What follows belongs to an exercise in optimizing a design on an open flow for small area; a production flow would make more cautious choices. In this exercise RTL edits were held to simulation tests only and were not proved equivalent to the original. No activity file was given, so power comes from the tool's default toggle rates. The clock port is modelled as an ideal driver; clocking choices that lean on that would not hold on a real chip.

## v26
Design stream_buffer, start of the top module:
module stream_buffer (
	input  wire logic                            ti_clk,
	input  wire logic                            rst_n,
	input  wire logic                            write,
	input  wire stream_buffer_pkg::sample_t      data_in,
	input  wire logic                            read,
	output logic [stream_buffer_pkg::WORD_W-1:0] data_out,
	output stream_buffer_pkg::fill_t             fill_count
);
	stream_buffer_pkg::word_t                                   pk_data;
	logic                                                       pk_valid;
	logic                                                       pair_done;
	logic                                                       pending;
	logic                                                       shift_lo;
	logic                                                       shift_hi;
	logic [stream_buffer_pkg::TOTAL_W-1:0]                      total;
	stream_buffer_pkg::word_t [stream_buffer_pkg::CHAIN_DEPTH-1:0] chain;
	word_packer u_packer (
		.ti_clk(ti_clk), .rst_n(rst_n), .write(write), .data_in(data_in),
  ...
export LEC_CHECK = 0
export CAP_MARGIN = 20
export CORE_MARGIN = 2
export CORE_UTILIZATION = 40
export SLEW_MARGIN = 20
create_clock -name core_clock -period 4.0 [get_ports {ti_clk}]
standard.sh (not shown) runs the stock make flow with config.mk's settings and CLKGATE_MAP_FILE= SYNTH_SCRIPT=/design/flow/synth_recipe.tcl, a recipe that flattens the netlist after the stock synthesis.
==> flow/flow/run.sh <==
#!/bin/bash
# The standard layout (standard.sh: the ORFS flow, standard synthesis) with
# three settings changed:
#  - ports are buffered with sky130_fd_sc_hd__buf_1 instead of the default cell
#  - clock tree sinks are clustered into groups of up to 30 within 100 um
#  - clock tree synthesis inserts no dummy loads
# Full make output goes to flow_make.log; ORFS's per-step logs are under orfs/logs.
set -euo pipefail
cd "$(dirname "${BASH_SOURCE[0]}")/.."
bash standard.sh \
  "BUFFER_PORTS_ARGS=-buffer_cell sky130_fd_sc_hd__buf_1" \
  "CTS_ARGS=-sink_clustering_enable -repair_clock_nets -sink_clustering_size 30 -sink_clustering_max_diameter 100 -dont_use_dummy_load" \
  PLACE_DENSITY=0.85 \
  finish > flow_make.log 2>&1
Changes in v2 relative to v26:
==> flow/run.sh (new file) <==
#!/bin/bash
# synth_recipe.tcl (not shown) runs the flow's synth.tcl, then flattens the netlist and writes it again
# the make line also repeats each setting of config.mk as NAME=value (left out here)
make -C /OpenROAD-flow-scripts/flow DESIGN_CONFIG=/design/flow/config.mk WORK_HOME=/design/flow/orfs CLKGATE_MAP_FILE= SYNTH_SCRIPT=/design/flow/synth_recipe.tcl finish
removed: flow/flow/run.sh
removed: flow/standard.sh
Notes after the runs:
- v2 reached the final stage; the timing, DRC and antenna checks on its layout passed.
- v26 → v2: sequential standard cell area stayed essentially flat; total track usage shows an increase of 0.95 points.
- Diff v2 and v26: share of total power in combinational logic higher in v26
- Comparing v2 and v26, worst hold-check slack is lower on v26.
- Diff v26..v2 | final total negative setup slack | unchanged
- Final worst slack ends up lower on v2.
- Of v2 and v26, the lower total power belongs to v26.
- Maximum frequency: lower on v2
- Per the comparison of v2 with v26, via count lost about 0.8%, sequential share of layout area dropped 5.4 points, data arrival time at the worst-slack endpoint higher.
Relative to v2, the following input files were edited for v54:
==> flow/flow/run.sh (new file) <==
#!/bin/bash
# The standard layout (standard.sh: the ORFS flow, standard synthesis) with
# three settings changed:
#  - ports are buffered with sky130_fd_sc_hd__buf_1 instead of the default cell
#  - clock tree sinks are clustered into groups of up to 30 within 100 um
#  - clock tree synthesis inserts no dummy loads
# Full make output goes to flow_make.log; ORFS's per-step logs are under orfs/logs.
set -euo pipefail
cd "$(dirname "${BASH_SOURCE[0]}")/.."
bash standard.sh \
  "BUFFER_PORTS_ARGS=-buffer_cell sky130_fd_sc_hd__buf_1" \
  "CTS_ARGS=-sink_clustering_enable -repair_clock_nets -sink_clustering_size 30 -sink_clustering_max_diameter 100 -dont_use_dummy_load" \
  CAP_MARGIN=5 SLEW_MARGIN=5 \
  finish > flow_make.log 2>&1
==> flow/standard.sh (new file) <==
#!/bin/bash
# synth_recipe.tcl (not shown) runs the flow's synth.tcl, then flattens the netlist and writes it again
# the make line also repeats each setting of config.mk as NAME=value (left out here)
make -C /OpenROAD-flow-scripts/flow DESIGN_CONFIG=/design/flow/config.mk WORK_HOME=/design/flow/orfs CLKGATE_MAP_FILE= SYNTH_SCRIPT=/design/flow/synth_recipe.tcl "${@:-finish}"
removed: flow/run.sh
Findings:
Post-layout total power went down by more than 10% going from v2 to v54.
Of v54 and v2, v2 shows the lower share of power burned in registers, with v54 above it.
Delta (v54 minus v2): number of flops mapped to enable cells by yosys closely matched the old numbers, part of the power in the clock network decreased by 13 points relative to the old numbers.
Synthesis-to-layout area growth in v54 is 8.7 points below v2.
Highest clock frequency the design can meet delta (v54 − v2): favourable
met2 capacity usage during global routing, v54 and v2, lower one = v2.
Higher global router's overall resource usage among v54 and v2: v2
[inputs] v12 vs v54
diff --git a/flow/flow/run.sh b/flow/flow/run.sh
--- a/flow/flow/run.sh
+++ b/flow/flow/run.sh
@@ -13 +13 @@
-  CAP_MARGIN=5 SLEW_MARGIN=5 \
+  CORE_UTILIZATION=55 \
- v12 reports a lower cell area than v54 does.
- There was hardly any difference in net switching power between v12 and v54.
- From v54 to v12, inverter count did not move at all.
- Between v12 and v54, normalized max-slew margin is higher for v12, v54 comes in under that.
- | sequential power | v54 vs v12 | ≈ equal |
- Total power consumption of the routed design across v12 and v54: no real change.
- What v12 reported for global-route wire length before repair has to be multiplied by 1.05 to get the figure for v54.
- Part of the power in the clock network essentially unchanged between v12 and v54.


stream_buffer again, from the RTL that the note above started with.
clock: 4.0 ns
lec_check: 0
cap_margin: 20
core_margin: 2
core_utilization: 40
slew_margin: 20
==> flow/flow/run.sh <==
#!/bin/bash
# The standard layout (standard.sh: the ORFS flow, standard synthesis) with
# three settings changed:
#  - ports are buffered with sky130_fd_sc_hd__buf_1 instead of the default cell
#  - clock tree sinks are clustered into groups of up to 30 within 100 um
#  - clock tree synthesis inserts no dummy loads
# Full make output goes to flow_make.log; ORFS's per-step logs are under orfs/logs.
set -euo pipefail
cd "$(dirname "${BASH_SOURCE[0]}")/.."
bash standard.sh \
  "BUFFER_PORTS_ARGS=-buffer_cell sky130_fd_sc_hd__buf_1" \
  "CTS_ARGS=-sink_clustering_enable -repair_clock_nets -sink_clustering_size 30 -sink_clustering_max_diameter 100 -dont_use_dummy_load" \
  MATCH_CELL_FOOTPRINT=0 \
  finish > flow_make.log 2>&1
The first run completed with no timing, DRC or antenna violations.
Rerun with:
--- a/flow/flow/run.sh
+++ b/flow/flow/run.sh
@@ -11,4 +11,4 @@
   "BUFFER_PORTS_ARGS=-buffer_cell sky130_fd_sc_hd__buf_1" \
   "CTS_ARGS=-sink_clustering_enable -repair_clock_nets -sink_clustering_size 30 -sink_clustering_max_diameter 100 -dont_use_dummy_load" \
-  MATCH_CELL_FOOTPRINT=0 \
+  MATCH_CELL_FOOTPRINT=0 GPL_KEEP_OVERFLOW=0 \
   finish > flow_make.log 2>&1
Effect: Clock-buffer cell count stays the same. Wire length is lower by a few percent. Total power is higher by a few percent. Via count is lower slightly. Final area is higher slightly. Fmax is lower by a few percent. Cell count is lower slightly. Worst setup slack is worse by 0.16 ns. Clock skew is higher by 0.037 ns. Global-route usage is lower by 0.56 points. First-iteration DRC count is lower by roughly a tenth.


Setup of run 1:
The RTL this note starts from:
==> flow/design.v <==
`default_nettype none
package stream_buffer_pkg;
	localparam int SAMPLE_W = 16;
	localparam int WORD_W   = 2 * SAMPLE_W;
	localparam int FILL_W   = 32;
	localparam int STORE_DEPTH = 16;
	localparam int QUEUE_DEPTH = 4;
	localparam int CHAIN_DEPTH = STORE_DEPTH + QUEUE_DEPTH;
	localparam int TOTAL_W     = $clog2(CHAIN_DEPTH + 1);
	localparam int QCNT_W      = $clog2(QUEUE_DEPTH + 1);
	typedef logic [SAMPLE_W-1:0] sample_t;
	typedef logic [WORD_W-1:0]   word_t;
	typedef logic [FILL_W-1:0]   fill_t;
endpackage
`default_nettype wire
`default_nettype none
module word_packer (
	input  wire logic                       ti_clk,
	input  wire logic                       rst_n,
	input  wire logic                       write,
	input  wire stream_buffer_pkg::sample_t data_in,
	output stream_buffer_pkg::word_t        pk_data,
	output logic                            pair_done,
	output logic                            pk_valid,
	output logic                            pending
);
	stream_buffer_pkg::sample_t hold_q;
	assign pair_done = write & pending;
	always_ff @(posedge ti_clk or negedge rst_n) begin
		if (!rst_n) begin
			pending  <= 1'b0;
			pk_valid <= 1'b0;
		end else begin
			pk_valid <= pair_done;
			if (write) begin
				pending <= ~pending;
			end
		end
	end
	always_ff @(posedge ti_clk) begin
		if (write && !pending) begin
			hold_q <= data_in;
		end
	end
	assign pk_data = {hold_q, data_in};
endmodule
`default_nettype wire
`default_nettype none
module bulk_store (
	input  wire logic                                  ti_clk,
	input  wire stream_buffer_pkg::word_t              pk_data,
	input  wire logic                                  shift_lo,
	input  wire logic                                  shift_hi,
	output stream_buffer_pkg::word_t [stream_buffer_pkg::CHAIN_DEPTH-1:0] chain
);
	localparam int SD = stream_buffer_pkg::STORE_DEPTH;
	localparam int CD = stream_buffer_pkg::CHAIN_DEPTH;
	always_ff @(posedge ti_clk) begin
		if (shift_lo) begin
			chain[0] <= pk_data;
			for (int i = 1; i < SD; i++) begin
				chain[i] <= chain[i-1];
			end
		end
		if (shift_hi) begin
			for (int i = SD; i < CD; i++) begin
				chain[i] <= chain[i-1];
			end
		end
	end
endmodule
`default_nettype wire
`default_nettype none
module out_queue (
	input  wire logic                                  ti_clk,
	input  wire logic                                  rst_n,
	input  wire logic                                  push,
	input  wire logic                                  pair_done,
	input  wire logic                                  read,
	input  wire stream_buffer_pkg::word_t [stream_buffer_pkg::CHAIN_DEPTH-1:0] chain,
	output logic                                       shift_lo,
	output logic                                       shift_hi,
	output logic [stream_buffer_pkg::TOTAL_W-1:0]      total,
	output stream_buffer_pkg::word_t                   data_out
);
	localparam int CD     = stream_buffer_pkg::CHAIN_DEPTH;
	localparam int SD     = stream_buffer_pkg::STORE_DEPTH;
	localparam int QD     = stream_buffer_pkg::QUEUE_DEPTH;
	localparam int TW     = stream_buffer_pkg::TOTAL_W;
	localparam int QW     = stream_buffer_pkg::QCNT_W;
	logic [QW-1:0] qcount;
	logic          shown;
	logic          q_empty;
	logic          q_full;
	logic          q_last;
	logic          st_empty;
	logic          st_full;
	logic          xfer;
	logic          drop;
	logic          pop;
	logic          grow;
	logic          head_dn;
	logic          head_up;
	logic          head_down;
	logic [TW-1:0] total_next;
	logic [CD-1:0] head_q;
	logic [CD-1:0] sel;
	assign q_empty  = (qcount == '0);
	assign q_full   = (qcount == QW'(QD));
	assign q_last   = (qcount == QW'(1));
	assign st_empty = (total == TW'(qcount));
	assign st_full  = (total == TW'(qcount) + TW'(SD));
	assign xfer     = ~st_empty & ~q_full;
	assign drop     = push & st_full & ~xfer;
	assign pop      = read & ~q_empty;
	assign grow     = push & ~drop;
	assign total_next = total + TW'(grow) - TW'(pop);
	assign shift_lo = pair_done;
	assign shift_hi = pair_done & (total_next != TW'(CD));
	always_ff @(posedge ti_clk or negedge rst_n) begin
		if (!rst_n) begin
			total  <= '0;
			qcount <= '0;
			shown  <= 1'b0;
		end else begin
			total  <= total_next;
			qcount <= qcount + QW'(xfer) - QW'(pop);
			if (xfer) begin
				shown <= 1'b1;
			end
		end
	end
	assign head_dn   = q_empty ? xfer : (pop & ~(q_last & ~xfer));
	assign head_up   = shift_hi & ~head_dn;
	assign head_down = head_dn & ~shift_hi;
	always_ff @(posedge ti_clk or negedge rst_n) begin
		if (!rst_n) begin
			head_q <= CD'(1);
		end else if (head_up) begin
			head_q <= {head_q[CD-2:0], 1'b0};
		end else if (head_down) begin
			head_q <= {1'b0, head_q[CD-1:1]};
		end
	end
	assign sel = {head_q[CD-1:3], head_q[2:0] & {3{shown}}};
	always_comb begin
		data_out = '0;
		for (int i = 0; i < CD; i++) begin
			data_out = data_out | ({stream_buffer_pkg::WORD_W{sel[i]}} & chain[i]);
		end
	end
endmodule
`default_nettype wire
`default_nettype none
module fill_monitor (
	input  wire logic                                  ti_clk,
	input  wire logic                                  rst_n,
	input  wire logic                                  pending,
	input  wire logic [stream_buffer_pkg::TOTAL_W-1:0] total,
	output stream_buffer_pkg::fill_t                   fill_count
);
	logic [stream_buffer_pkg::TOTAL_W:0] fill_q;
	always_ff @(posedge ti_clk or negedge rst_n) begin
		if (!rst_n) begin
			fill_q <= '0;
		end else begin
			fill_q <= {total, pending};
		end
	end
	assign fill_count = stream_buffer_pkg::fill_t'(fill_q);
endmodule
`default_nettype wire
`default_nettype none
module stream_buffer (
	input  wire logic                            ti_clk,
	input  wire logic                            rst_n,
	input  wire logic                            write,
	input  wire stream_buffer_pkg::sample_t      data_in,
	input  wire logic                            read,
	output logic [stream_buffer_pkg::WORD_W-1:0] data_out,
	output stream_buffer_pkg::fill_t             fill_count
);
	stream_buffer_pkg::word_t                                   pk_data;
	logic                                                       pk_valid;
	logic                                                       pair_done;
	logic                                                       pending;
	logic                                                       shift_lo;
	logic                                                       shift_hi;
	logic [stream_buffer_pkg::TOTAL_W-1:0]                      total;
	stream_buffer_pkg::word_t [stream_buffer_pkg::CHAIN_DEPTH-1:0] chain;
	word_packer u_packer (
		.ti_clk(ti_clk), .rst_n(rst_n), .write(write), .data_in(data_in),
		.pk_data(pk_data), .pair_done(pair_done), .pk_valid(pk_valid), .pending(pending)
	);
	bulk_store u_store (
		.ti_clk(ti_clk), .pk_data(pk_data), .shift_lo(shift_lo),
		.shift_hi(shift_hi), .chain(chain)
	);
	out_queue u_queue (
		.ti_clk(ti_clk), .rst_n(rst_n), .push(pk_valid), .pair_done(pair_done), .read(read),
		.chain(chain), .shift_lo(shift_lo), .shift_hi(shift_hi),
		.total(total), .data_out(data_out)
	);
	fill_monitor u_fill (
		.ti_clk(ti_clk), .rst_n(rst_n), .pending(pending), .total(total),
		.fill_count(fill_count)
	);
endmodule
`default_nettype wire
==> flow/config.mk <==
export PLATFORM = sky130hd
export DESIGN_NAME = stream_buffer
export DESIGN_NICKNAME = stream_buffer
export VERILOG_FILES = /design/flow/design.v
export SDC_FILE = /design/flow/constraint.sdc
export NUM_CORES = 4
export LEC_CHECK = 0
export CAP_MARGIN = 20
export CORE_MARGIN = 2
export CORE_UTILIZATION = 40
export SLEW_MARGIN = 20
==> flow/constraint.sdc <==
create_clock -name core_clock -period 4.0 [get_ports {ti_clk}]
set_input_delay 0.8000 -clock core_clock [delete_from_list [all_inputs] [get_ports {ti_clk}]]
set_output_delay 0.8000 -clock core_clock [all_outputs]
set_load 0.01 [all_outputs]
==> flow/flow/run.sh <==
#!/bin/bash
# The standard layout (standard.sh: the ORFS flow, standard synthesis) with
# three settings changed:
#  - ports are buffered with sky130_fd_sc_hd__buf_1 instead of the default cell
#  - clock tree sinks are clustered into groups of up to 30 within 100 um
#  - clock tree synthesis inserts no dummy loads
# Full make output goes to flow_make.log; ORFS's per-step logs are under orfs/logs.
set -euo pipefail
cd "$(dirname "${BASH_SOURCE[0]}")/.."
bash standard.sh \
  "BUFFER_PORTS_ARGS=-buffer_cell sky130_fd_sc_hd__buf_1" \
  "CTS_ARGS=-sink_clustering_enable -repair_clock_nets -sink_clustering_size 30 -sink_clustering_max_diameter 100 -dont_use_dummy_load" \
  GPL_KEEP_OVERFLOW=0 \
  finish > flow_make.log 2>&1
The flow did not stop early for run 1: all stages ran, and the layout cleared the timing, DRC and antenna checks.
### run 1 -> run 2
# run 1
export LEC_CHECK = 0
export CAP_MARGIN = 20
export CORE_MARGIN = 2
export CORE_UTILIZATION = 40
export SLEW_MARGIN = 20
create_clock -name core_clock -period 4.0 [get_ports {ti_clk}]
# run 2
export LEC_CHECK = 0
export CAP_MARGIN = 20
export CORE_MARGIN = 2
export CORE_UTILIZATION = 40
export CTS_CLUSTER_DIAMETER = 100
export CTS_CLUSTER_SIZE = 30
export SLEW_MARGIN = 20
create_clock -name core_clock -period 4.0 [get_ports {ti_clk}]
==> flow/run.sh (new file) <==
#!/bin/bash
# synth_recipe.tcl (not shown) runs the flow's synth.tcl, then flattens the netlist and writes it again
# the make line also repeats each setting of config.mk as NAME=value (left out here)
make -C /OpenROAD-flow-scripts/flow DESIGN_CONFIG=/design/flow/config.mk WORK_HOME=/design/flow/orfs CLKGATE_MAP_FILE= SYNTH_SCRIPT=/design/flow/synth_recipe.tcl finish
removed: flow/flow/run.sh
removed: flow/standard.sh
Re relative contribution of sequential cells to total power: run 2 and run 1 aren't equal, and the higher value belongs to run 2.
Power share of the clock group ends up lower on run 1.
Comparing run 2 and run 1, the higher portion of the layout cell area used by non-clock buffers is on run 2.
Relative to run 1, number of non-clock buffers has gone up in run 2.
In run 2 relative to run 1, total via count after detailed routing had gone up slightly.
Diff run 1 -> run 2: routing usage on met3 moved down, clock-buffer cell count rose 19, combinational power share moved down, total design power level, first-iteration DRC count now sits lower.
diff inputs: run 2 => run 3
# run 2
export LEC_CHECK = 0
export CAP_MARGIN = 20
export CORE_MARGIN = 2
export CORE_UTILIZATION = 40
export CTS_CLUSTER_DIAMETER = 100
export CTS_CLUSTER_SIZE = 30
export SLEW_MARGIN = 20
create_clock -name core_clock -period 4.0 [get_ports {ti_clk}]
# run 3
export LEC_CHECK = 0
export CAP_MARGIN = 20
export CORE_MARGIN = 2
export CORE_UTILIZATION = 40
export SLEW_MARGIN = 20
create_clock -name core_clock -period 4.0 [get_ports {ti_clk}]
==> flow/flow/run.sh (new file) <==
#!/bin/bash
# The standard layout (standard.sh: the ORFS flow, standard synthesis) with
# three settings changed:
#  - ports are buffered with sky130_fd_sc_hd__buf_1 instead of the default cell
#  - clock tree sinks are clustered into groups of up to 30 within 100 um
#  - clock tree synthesis inserts no dummy loads
# Full make output goes to flow_make.log; ORFS's per-step logs are under orfs/logs.
set -euo pipefail
cd "$(dirname "${BASH_SOURCE[0]}")/.."
bash standard.sh \
  "BUFFER_PORTS_ARGS=-buffer_cell sky130_fd_sc_hd__buf_1" \
  "CTS_ARGS=-sink_clustering_enable -repair_clock_nets -sink_clustering_size 30 -sink_clustering_max_diameter 100 -dont_use_dummy_load" \
  finish > flow_make.log 2>&1
==> flow/standard.sh (new file) <==
#!/bin/bash
# synth_recipe.tcl (not shown) runs the flow's synth.tcl, then flattens the netlist and writes it again
# the make line also repeats each setting of config.mk as NAME=value (left out here)
make -C /OpenROAD-flow-scripts/flow DESIGN_CONFIG=/design/flow/config.mk WORK_HOME=/design/flow/orfs CLKGATE_MAP_FILE= SYNTH_SCRIPT=/design/flow/synth_recipe.tcl "${@:-finish}"
removed: flow/run.sh
## What came out
The final layout from run 3, which completed every stage, passed the timing, DRC and antenna checks at the end of the flow. Run 2: PASS, flow complete, no timing, DRC or antenna violations. Looking at area growth from synthesis to layout, run 3 sits 2.7 points below run 2. Sort run 2 and run 3 by maximum clock skew at final layout asc -> top: run 2. Run 3: total detailed-routing wirelength about 0.53% above run 2. Run 2 and run 3 ended up with nearly the same power consumed by sequential cells. Compared with run 2, run 3 ends up with a smaller final cell area.

-- separate check: timing with driven ports --
The results above use ideal ports. As a check the final layouts listed here were re-extracted and re-timed, cells and wires unchanged. Step 1: set_driving_cell puts a clkbuf_16 on ti_clk and a buf_2 on each other input, an assumption about the parent block. Step 2 times the ports against the registers' clock, not the clock port: input delays grow and output delays shrink by t, the midpoint of the rising clock arrivals with the driver on. a / b / c = ideal ports / drivers / drivers and shift; a / b = the first two.
run | t (ns) | slack for setup (ns) | hold WS [ns] | latest minus earliest clock arrival (ns) | worst register clock-pin slew, ns
v26 | 0.633 | 0.270 / 0.217 / 0.165 | 0.317 / 0.288 / 0.372 | 0.086 / 0.087 | 0.11 / 0.11
v2 | 0.651 | 0.164 / 0.107 / 0.036 | 0.324 / 0.289 / 0.412 | 0.034 / 0.034 | 0.07 / 0.07
v54 | 0.637 | 0.473 / 0.423 / 0.250 | 0.329 / 0.292 / 0.405 | 0.072 / 0.073 | 0.12 / 0.12
v12 | 0.645 | 0.498 / 0.471 / 0.274 | 0.309 / 0.274 / 0.398 | 0.071 / 0.071 | 0.12 / 0.12
the first run of note 2 | 0.637 | 0.473 / 0.423 / 0.250 | 0.329 / 0.292 / 0.405 | 0.072 / 0.073 | 0.12 / 0.12
the second run of note 2 | 0.634 | 0.310 / 0.310 / 0.053 | 0.094 / 0.057 / 0.360 | 0.093 / 0.092 | 0.12 / 0.12
run 1 | 0.634 | 0.307 / 0.307 / 0.050 | 0.084 / 0.044 / 0.360 | 0.092 / 0.092 | 0.12 / 0.12
run 2 | 0.645 | 0.126 / 0.069 / 0.041 | 0.299 / 0.265 / 0.419 | 0.035 / 0.035 | 0.12 / 0.12
run 3 | 0.637 | 0.473 / 0.423 / 0.250 | 0.329 / 0.292 / 0.405 | 0.072 / 0.073 | 0.12 / 0.12
After both steps every run listed still meets setup and hold.
